Context: an optimization exercise on an open-source flow, tuned for small area, a short achievable clock period and few clock cycles per item. The choices shown serve that exercise and are no tape-out recipe. Only simulation tests tie the RTL to the original design; equivalence was not proved.

==> run a: inputs <==
==> flow/design.v (excerpt) <==
module cordic_top (
    input  logic               clk,
    input  logic               rst,
    input  logic               valid_in,
    input  logic [31:0]        angle_ieee754,
    output logic signed [15:0] sin_ieee754,
    output logic signed [15:0] cos_ieee754,
    output logic               valid,
    output logic signed [2:0]  flip_out
);
    logic       armed_q, s1_q, it_q, post_q, valid_q;
    logic [2:0] p_q;                   
    logic       idle, go;
    assign idle = ~(s1_q | it_q | post_q);
    assign go   = valid_in & armed_q & idle;
    logic [7:0]  w_e;
    logic        w_ok, w_neg;
    logic        w_inr;
    logic [25:0] w_mm, w_fix;
    logic [48:0] w_base;
    logic [8:0]  w_h;
    logic [3:0]  w_Q;
    logic [5:0]  w_rh;
    logic [22:0] w_r;
    always_comb begin
        w_e   = angle_ieee754[30:23];
        w_ok  = (w_e != 8'd0) && (w_e < 8'd137);
        w_neg = angle_ieee754[31] & w_ok;
        w_mm  = {1'b1, angle_ieee754[22:0], 2'b00};     
        w_inr  = w_e[7] ? (w_e[6:0] <= 7'd8) : (w_e[6:0] >= 7'd110);
        w_base = w_e[7] ? {w_mm, 23'd0} : {32'd0, w_mm[25:9]};
        w_fix  = w_inr ? 26'(w_base >> (~w_e[4:0])) : 26'd0;
        w_h   = w_fix[25:17];
        if      (w_h >= 9'd495) w_Q = 4'd11;
        else if (w_h >= 9'd450) w_Q = 4'd10;
        else if (w_h >= 9'd405) w_Q = 4'd9;
        else if (w_h >= 9'd360) w_Q = 4'd8;
        else if (w_h >= 9'd315) w_Q = 4'd7;
        else if (w_h >= 9'd270) w_Q = 4'd6;
        else if (w_h >= 9'd225) w_Q = 4'd5;
        else if (w_h >= 9'd180) w_Q = 4'd4;
        else if (w_h >= 9'd135) w_Q = 4'd3;
        else if (w_h >= 9'd90)  w_Q = 4'd2;
        else if (w_h >= 9'd45)  w_Q = 4'd1;
        else                    w_Q = 4'd0;
        w_rh  = 6'(w_h - 9'(w_Q * 6'd45));
        w_r   = {w_rh, w_fix[16:0]};
    end
    logic [22:0] r_q;
    logic [2:0]  fl0_q, fl_q;          
    logic signed [15:0] w_z4;
    logic signed [18:0] w_x4, w_y4;
  ...
Settings: LEC_CHECK=0, ABC_AREA=1, CAP_MARGIN=20, CORE_MARGIN=2, CORE_UTILIZATION=40, SETUP_SLACK_MARGIN=5, SLEW_MARGIN=20; clock period 12.0 ns.
run.sh (not shown) runs the stock make flow with config.mk's settings and CLKGATE_MAP_FILE= SYNTH_SCRIPT=/design/flow/synth_recipe.tcl, a recipe that flattens the netlist after the stock synthesis.
==> run b: changes against run a <==
--- a/flow/design.v
+++ b/flow/design.v
@@ -12,31 +12,29 @@
 );
     logic       armed_q, s1_q, it_q, post_q, valid_q;
     logic [2:0] p_q;                   
     logic       idle, go;
     assign idle = ~(s1_q | it_q | post_q);
     assign go   = valid_in & armed_q & idle;
     logic [7:0]  w_e;
     logic        w_ok, w_neg;
-    logic        w_inr;
     logic [25:0] w_mm, w_fix;
-    logic [48:0] w_base;
+    logic [4:0]  w_sh;
     logic [8:0]  w_h;
     logic [3:0]  w_Q;
     logic [5:0]  w_rh;
     logic [22:0] w_r;
     always_comb begin
         w_e   = angle_ieee754[30:23];
         w_ok  = (w_e != 8'd0) && (w_e < 8'd137);
         w_neg = angle_ieee754[31] & w_ok;
         w_mm  = {1'b1, angle_ieee754[22:0], 2'b00};     
-        w_inr  = w_e[7] ? (w_e[6:0] <= 7'd8) : (w_e[6:0] >= 7'd110);
-        w_base = w_e[7] ? {w_mm, 23'd0} : {32'd0, w_mm[25:9]};
-        w_fix  = w_inr ? 26'(w_base >> (~w_e[4:0])) : 26'd0;
+        w_sh  = 5'(8'd136 - w_e);
+        w_fix = (w_e >= 8'd110 && w_e <= 8'd136) ? (w_mm >> w_sh) : 26'd0;
         w_h   = w_fix[25:17];
         if      (w_h >= 9'd495) w_Q = 4'd11;
         else if (w_h >= 9'd450) w_Q = 4'd10;
         else if (w_h >= 9'd405) w_Q = 4'd9;
         else if (w_h >= 9'd360) w_Q = 4'd8;
         else if (w_h >= 9'd315) w_Q = 4'd7;
         else if (w_h >= 9'd270) w_Q = 4'd6;
         else if (w_h >= 9'd225) w_Q = 4'd5;
@@ -294,41 +292,25 @@
     logic               w_xc, w_xb0, w_yc, w_yb0;
     logic signed [5:0]  w_gx, w_gy, w_gs, w_gc;
     logic [18:0]        w_bs, w_bc;
     logic               w_ns, w_nc;
     logic signed [15:0] w_sin, w_cos;
     function automatic logic signed [15:0] round_q15(input logic [18:0] b,
                                                      input logic signed [5:0] g,
                                                      input logic n);
-        logic [20:0]        bb;
-        logic signed [5:0]  sm;
-        logic signed [7:0]  lo;
-        logic signed [14:0] hi, hc [0:2];
-        logic signed [15:0] res [0:2];
-        bb = n ? ~{2'b00, b} : {2'b00, b};
-        sm = n ? (6'sd3 - g) : (6'sd2 + g);
-        lo = {2'b00, bb[5:0]} + {{2{sm[5]}}, sm};
-        hi = bb[20:6];
-        hc[0] = hi - 15'sd1;
-        hc[1] = hi;
-        hc[2] = hi + 15'sd1;
-        for (int k = 0; k < 3; k++) begin
-            if (hc[k] >= 15'sd2048)
-                res[k] = 16'sh7FFF;
-            else if (hc[k] < -15'sd2048)
-                res[k] = 16'sh8000;
-            else
-                res[k] = {hc[k][11:0], lo[5:2]};
-        end
-        case (lo[7:6])
-            2'b11:   round_q15 = res[0];
-            2'b01:   round_q15 = res[2];
-            default: round_q15 = res[1];
-        endcase
+        logic signed [20:0] t, s;
+        t = (n ? ~{2'b00, b} : {2'b00, b}) + 21'(n ? (6'sd3 - g) : (6'sd2 + g));
+        s = t >>> 2;
+        if (s > 21'sd32767)
+            round_q15 = 16'sh7FFF;
+        else if (s < -21'sd32768)
+            round_q15 = 16'sh8000;
+        else
+            round_q15 = 16'(s);
     endfunction
     always_comb begin
         w_d14 = zu_q[15];
         w_d15 = zu_q[14];
         w_X   = x_q[17:14];
         w_Y   = y_q[17:14];
         w_yc  = (&y_q[14:4]) & (({1'b0, y_q[3:0]} + {1'b0, w_X}) >= 5'd16);
         w_yb0 = (~|y_q[14:4]) & (y_q[3:0] < w_X);
==> flow/config.mk (replaced) <==
export PLATFORM = sky130hd
export DESIGN_NAME = cordic_top
export DESIGN_NICKNAME = cordic_top
export VERILOG_FILES = /design/flow/design.v
export SDC_FILE = /design/flow/constraint.sdc
export NUM_CORES = 4
export LEC_CHECK = 0
export CAP_MARGIN = 20
export CORE_MARGIN = 2
export CORE_UTILIZATION = 60
export SETUP_SLACK_MARGIN = 5
export SLEW_MARGIN = 20
==> run c: changes against run a <==
--- a/flow/design.v
+++ b/flow/design.v
@@ -12,31 +12,29 @@
 );
     logic       armed_q, s1_q, it_q, post_q, valid_q;
     logic [2:0] p_q;                   
     logic       idle, go;
     assign idle = ~(s1_q | it_q | post_q);
     assign go   = valid_in & armed_q & idle;
     logic [7:0]  w_e;
     logic        w_ok, w_neg;
-    logic        w_inr;
     logic [25:0] w_mm, w_fix;
-    logic [48:0] w_base;
+    logic [4:0]  w_sh;
     logic [8:0]  w_h;
     logic [3:0]  w_Q;
     logic [5:0]  w_rh;
     logic [22:0] w_r;
     always_comb begin
         w_e   = angle_ieee754[30:23];
         w_ok  = (w_e != 8'd0) && (w_e < 8'd137);
         w_neg = angle_ieee754[31] & w_ok;
         w_mm  = {1'b1, angle_ieee754[22:0], 2'b00};     
-        w_inr  = w_e[7] ? (w_e[6:0] <= 7'd8) : (w_e[6:0] >= 7'd110);
-        w_base = w_e[7] ? {w_mm, 23'd0} : {32'd0, w_mm[25:9]};
-        w_fix  = w_inr ? 26'(w_base >> (~w_e[4:0])) : 26'd0;
+        w_sh  = 5'(8'd136 - w_e);
+        w_fix = (w_e >= 8'd110 && w_e <= 8'd136) ? (w_mm >> w_sh) : 26'd0;
         w_h   = w_fix[25:17];
         if      (w_h >= 9'd495) w_Q = 4'd11;
         else if (w_h >= 9'd450) w_Q = 4'd10;
         else if (w_h >= 9'd405) w_Q = 4'd9;
         else if (w_h >= 9'd360) w_Q = 4'd8;
         else if (w_h >= 9'd315) w_Q = 4'd7;
         else if (w_h >= 9'd270) w_Q = 4'd6;
         else if (w_h >= 9'd225) w_Q = 4'd5;
@@ -294,41 +292,25 @@
     logic               w_xc, w_xb0, w_yc, w_yb0;
     logic signed [5:0]  w_gx, w_gy, w_gs, w_gc;
     logic [18:0]        w_bs, w_bc;
     logic               w_ns, w_nc;
     logic signed [15:0] w_sin, w_cos;
     function automatic logic signed [15:0] round_q15(input logic [18:0] b,
                                                      input logic signed [5:0] g,
                                                      input logic n);
-        logic [20:0]        bb;
-        logic signed [5:0]  sm;
-        logic signed [7:0]  lo;
-        logic signed [14:0] hi, hc [0:2];
-        logic signed [15:0] res [0:2];
-        bb = n ? ~{2'b00, b} : {2'b00, b};
-        sm = n ? (6'sd3 - g) : (6'sd2 + g);
-        lo = {2'b00, bb[5:0]} + {{2{sm[5]}}, sm};
-        hi = bb[20:6];
-        hc[0] = hi - 15'sd1;
-        hc[1] = hi;
-        hc[2] = hi + 15'sd1;
-        for (int k = 0; k < 3; k++) begin
-            if (hc[k] >= 15'sd2048)
-                res[k] = 16'sh7FFF;
-            else if (hc[k] < -15'sd2048)
-                res[k] = 16'sh8000;
-            else
-                res[k] = {hc[k][11:0], lo[5:2]};
-        end
-        case (lo[7:6])
-            2'b11:   round_q15 = res[0];
-            2'b01:   round_q15 = res[2];
-            default: round_q15 = res[1];
-        endcase
+        logic signed [20:0] t, s;
+        t = (n ? ~{2'b00, b} : {2'b00, b}) + 21'(n ? (6'sd3 - g) : (6'sd2 + g));
+        s = t >>> 2;
+        if (s > 21'sd32767)
+            round_q15 = 16'sh7FFF;
+        else if (s < -21'sd32768)
+            round_q15 = 16'sh8000;
+        else
+            round_q15 = 16'(s);
     endfunction
     always_comb begin
         w_d14 = zu_q[15];
         w_d15 = zu_q[14];
         w_X   = x_q[17:14];
         w_Y   = y_q[17:14];
         w_yc  = (&y_q[14:4]) & (({1'b0, y_q[3:0]} + {1'b0, w_X}) >= 5'd16);
         w_yb0 = (~|y_q[14:4]) & (y_q[3:0] < w_X);
==> flow/config.mk (replaced) <==
export PLATFORM = sky130hd
export DESIGN_NAME = cordic_top
export DESIGN_NICKNAME = cordic_top
export VERILOG_FILES = /design/flow/design.v
export SDC_FILE = /design/flow/constraint.sdc
export NUM_CORES = 4
export LEC_CHECK = 0
export CAP_MARGIN = 20
export CORE_MARGIN = 2
export CORE_UTILIZATION = 40
export SETUP_SLACK_MARGIN = 5
export SLEW_MARGIN = 20
==> summary.txt <==
item	run a	run c	run b
Run status	complete, no violations	complete, no violations	complete, no violations
Area taken by multi-input logic gates	0.0198 mm²	0.0188 mm²	0.0187 mm²
Standard-cell row count	90	83	68
Yosys synthesis warning count	5	1	1
Non-clock inverter total of the final layout	451	179	180
Sum of net half-perimeters after detailed placement	64.1 mm	51.8 mm	49.6 mm
Worst Slack Setup Final	5.31 ns	4.64 ns	4.74 ns
Layout clock buffers	18	26	18
FF-to-FF path depth	36	36	35
Area growth from synthesis to layout	14.3%	25.6%	23.6%
Crit path to	r_q[22]	sin_q[11]	sin_q[3]
Maximum number of pins on one net before global-route repair	90	77	80
Share of synthesized area occupied by flip-flops and latches	11.4%	13.1%	13.1%
Non-filler instance count after layout	4772	3498	3252
Multi-input gate count	3211	2207	2207
Critical path start-end classification	input port to flip-flop	flip-flop to flip-flop	flip-flop to flip-flop
NonClk Buf Share	6.27%	9.77%	9.37%
Depth of the critical timing path with buffers and inverters included	34	36	35
Via count	26400	21500	22100
Mux contribution to synthesized area	0.0414%	4.35%	4.35%
Testbench counts of run a, summed over its fixed seeds: cycles 19,208, items 2,400.
Testbench counts of run b, summed over its fixed seeds: cycles 19,208, items 2,400.
Testbench counts of run c, summed over its fixed seeds: cycles 19,208, items 2,400.

========
==> 12-15: inputs <==
Another version of the RTL of cordic_top (not shown whole).
clock: 12.0 ns
lec_check: 0
abc_area: 1
cap_margin: 20
core_margin: 2
core_utilization: 40
place_density: 0.75
setup_slack_margin: 5
slew_margin: 20
==> inputs of 08-06, as changes to 12-15 <==
--- a/flow/design.v
+++ b/flow/design.v
@@ -13,43 +13,41 @@
     logic       armed_q, s1_q, it_q, post_q, valid_q;
     logic [2:0] p_q;                   
     logic       idle, go;
     assign idle = ~(s1_q | it_q | post_q);
     assign go   = valid_in & armed_q & idle;
     logic [7:0]  w_e;
     logic        w_ok, w_neg;
-    logic        w_inr;
     logic [25:0] w_mm, w_fix;
-    logic [48:0] w_base;
+    logic [4:0]  w_sh;
     logic [8:0]  w_h;
     logic [3:0]  w_Q;
     logic [5:0]  w_rh;
     logic [22:0] w_r;
-    logic [9:0]  w_c [0:11];
-    logic [11:0] w_ge, w_oh;
     always_comb begin
         w_e   = angle_ieee754[30:23];
         w_ok  = (w_e != 8'd0) && (w_e < 8'd137);
         w_neg = angle_ieee754[31] & w_ok;
         w_mm  = {1'b1, angle_ieee754[22:0], 2'b00};     
-        w_inr  = w_e[7] ? (w_e[6:0] <= 7'd8) : (w_e[6:0] >= 7'd110);
-        w_base = w_e[7] ? {w_mm, 23'd0} : {32'd0, w_mm[25:9]};
-        w_fix  = w_inr ? 26'(w_base >> (~w_e[4:0])) : 26'd0;
+        w_sh  = 5'(8'd136 - w_e);
+        w_fix = (w_e >= 8'd110 && w_e <= 8'd136) ? (w_mm >> w_sh) : 26'd0;
         w_h   = w_fix[25:17];
-        for (int k = 0; k < 12; k++) begin
-            w_c[k]  = {1'b0, w_h} - 10'(45 * k);
-            w_ge[k] = ~w_c[k][9];
-        end
-        w_Q  = 4'd0;
-        w_rh = 6'd0;
-        for (int k = 0; k < 12; k++) begin
-            w_oh[k] = w_ge[k] & ((k == 11) ? 1'b1 : ~w_ge[(k + 1) % 12]);
-            w_rh    = w_rh | ({6{w_oh[k]}} & w_c[k][5:0]);
-            w_Q     = w_Q | ({4{w_oh[k]}} & 4'(k));
-        end
+        if      (w_h >= 9'd495) w_Q = 4'd11;
+        else if (w_h >= 9'd450) w_Q = 4'd10;
+        else if (w_h >= 9'd405) w_Q = 4'd9;
+        else if (w_h >= 9'd360) w_Q = 4'd8;
+        else if (w_h >= 9'd315) w_Q = 4'd7;
+        else if (w_h >= 9'd270) w_Q = 4'd6;
+        else if (w_h >= 9'd225) w_Q = 4'd5;
+        else if (w_h >= 9'd180) w_Q = 4'd4;
+        else if (w_h >= 9'd135) w_Q = 4'd3;
+        else if (w_h >= 9'd90)  w_Q = 4'd2;
+        else if (w_h >= 9'd45)  w_Q = 4'd1;
+        else                    w_Q = 4'd0;
+        w_rh  = 6'(w_h - 9'(w_Q * 6'd45));
         w_r   = {w_rh, w_fix[16:0]};
     end
     logic [22:0] r_q;
     logic [2:0]  fl0_q, fl_q;          
     logic signed [15:0] w_z4;
     logic signed [18:0] w_x4, w_y4;
     logic        w_d1, w_d2, w_d3;
@@ -295,39 +293,23 @@
     logic signed [5:0]  w_gx, w_gy, w_gs, w_gc;
     logic [18:0]        w_bs, w_bc;
     logic               w_ns, w_nc;
     logic signed [15:0] w_sin, w_cos;
     function automatic logic signed [15:0] round_q15(input logic [18:0] b,
                                                      input logic signed [5:0] g,
                                                      input logic n);
-        logic [20:0]        bb;
-        logic signed [5:0]  sm;
-        logic signed [7:0]  lo;
-        logic signed [14:0] hi, hc [0:2];
-        logic signed [15:0] res [0:2];
-        bb = n ? ~{2'b00, b} : {2'b00, b};
-        sm = n ? (6'sd3 - g) : (6'sd2 + g);
-        lo = {2'b00, bb[5:0]} + {{2{sm[5]}}, sm};
-        hi = bb[20:6];
-        hc[0] = hi - 15'sd1;
-        hc[1] = hi;
-        hc[2] = hi + 15'sd1;
-        for (int k = 0; k < 3; k++) begin
-            if (hc[k] >= 15'sd2048)
-                res[k] = 16'sh7FFF;
-            else if (hc[k] < -15'sd2048)
-                res[k] = 16'sh8000;
-            else
-                res[k] = {hc[k][11:0], lo[5:2]};
-        end
-        case (lo[7:6])
-            2'b11:   round_q15 = res[0];
-            2'b01:   round_q15 = res[2];
-            default: round_q15 = res[1];
-        endcase
+        logic signed [20:0] t, s;
+        t = (n ? ~{2'b00, b} : {2'b00, b}) + 21'(n ? (6'sd3 - g) : (6'sd2 + g));
+        s = t >>> 2;
+        if (s > 21'sd32767)
+            round_q15 = 16'sh7FFF;
+        else if (s < -21'sd32768)
+            round_q15 = 16'sh8000;
+        else
+            round_q15 = 16'(s);
     endfunction
     always_comb begin
         w_d14 = zu_q[15];
         w_d15 = zu_q[14];
         w_X   = x_q[17:14];
         w_Y   = y_q[17:14];
         w_yc  = (&y_q[14:4]) & (({1'b0, y_q[3:0]} + {1'b0, w_X}) >= 5'd16);
PLACE_DENSITY = default   (was 0.75)
==> comparison <==
Critical path depth: 12-15 is lower than 08-06 (26). Of 12-15 and 08-06, 12-15 has the higher first-iteration DRC count (gap about 28%, measured against 08-06). Between 08-06 and 12-15, the lower setup slack is in 08-06 (gap 330 ps). Worst hold slack: 08-06 is lower than 12-15 (4.4 ps). Of 12-15 and 08-06, 08-06 has the higher clock-buffer cell count (gap 2). Between 12-15 and 08-06, the lower area after synthesis is in 08-06 (gap about 11%, measured against 08-06). Of 12-15 and 08-06, 08-06 has the higher non-clock buffer count (gap 111). Of 12-15 and 08-06, 12-15 has the higher final cell count (gap about 10%, measured against 08-06). Of 12-15 and 08-06, 08-06 has the higher global-route usage (gap 1.1 points).
==> figures <==
                                                                    12-15                  08-06
Number of setup buffers added after CTS                                 1                     37
Simple logic cell fraction of the synthesized area                 29.76%                 25.74%
Net Count, Synth                                                     4251                   3769
Arrival @ worst endpoint                                          7080 ps                7430 ps
Layout-to-synthesis area ratio                                    1.0948x                1.1961x
Drt initial violations                                               2640                   2061
Post-CTS sizing                                                        29                    128
Endpoint of the lowest-slack register-to-register path    y_q[16]$_DFF_P_  cos_q[13]$_DFFE_PN0P_
Die width                                                        249.7 um               237.4 um
Final Cycle Share                                                  55.78%                 58.53%
GR Layer Usage met1                                                33.33%                 34.33%
Final wirelength                                                 81310 um               76480 um
Global-route wire length before repair                          128100 um              118300 um
Run status                                       timing/DRC/antenna clean  timing/DRC/antenna clean
Critical Path Start                                     angle_ieee754[26]        y_q[16]$_DFF_P_
Largest fanout of any net on the critical path                         19                      9
Initial cell density of the core                                   40.23%                 40.48%
Met3 track demand over resource                                    4.756%                 4.622%
Cell with the largest stage delay on the worst path       clkdlybuf4s50_1                   fa_1
Met3 wire len                                                     7490 um                5289 um
Testbench counts of 12-15, summed over its fixed seeds: cycles 19,208, items 2,400.
Testbench counts of 08-06, summed over its fixed seeds: cycles 19,208, items 2,400.

## static timing again, ports no longer ideal
How much do the figures lean on ideal ports? The routed layouts below were timed once more, with nothing changed but the port constraints.
Step 1: set_driving_cell puts a clkbuf_16 on clk and a buf_2 on each other input, an assumption about the parent block.
Step 2 adds t to the input delays and takes it off the output delays; t is the mean of the earliest and latest rising clock arrival at the registers after step 1. Input paths then give back, and output paths get back, about the clock's delay inside the block.
Three values: ideal ports, drivers, drivers and shift; two values: the first two.
run	t (ns)	setup slack, ns	slew at the worst register clock pin (ns)	pins driven straight from the clock port
run a	0.542	5.307 / 5.344 / 4.802	0.07 / 0.07	1
run b	0.507	4.740 / 4.740 / 4.702	0.08 / 0.08	1
run c	0.537	4.636 / 4.636 / 4.636	0.06 / 0.06	1
12-15	0.536	5.307 / 5.339 / 4.803	0.07 / 0.07	1
08-06	0.542	4.977 / 4.977 / 4.936	0.08 / 0.08	1
After both steps every run listed still meets setup and hold. For run a, which loses most, drivers alone change the setup slack by +0.037 ns; drivers and shift together by -0.505 ns.
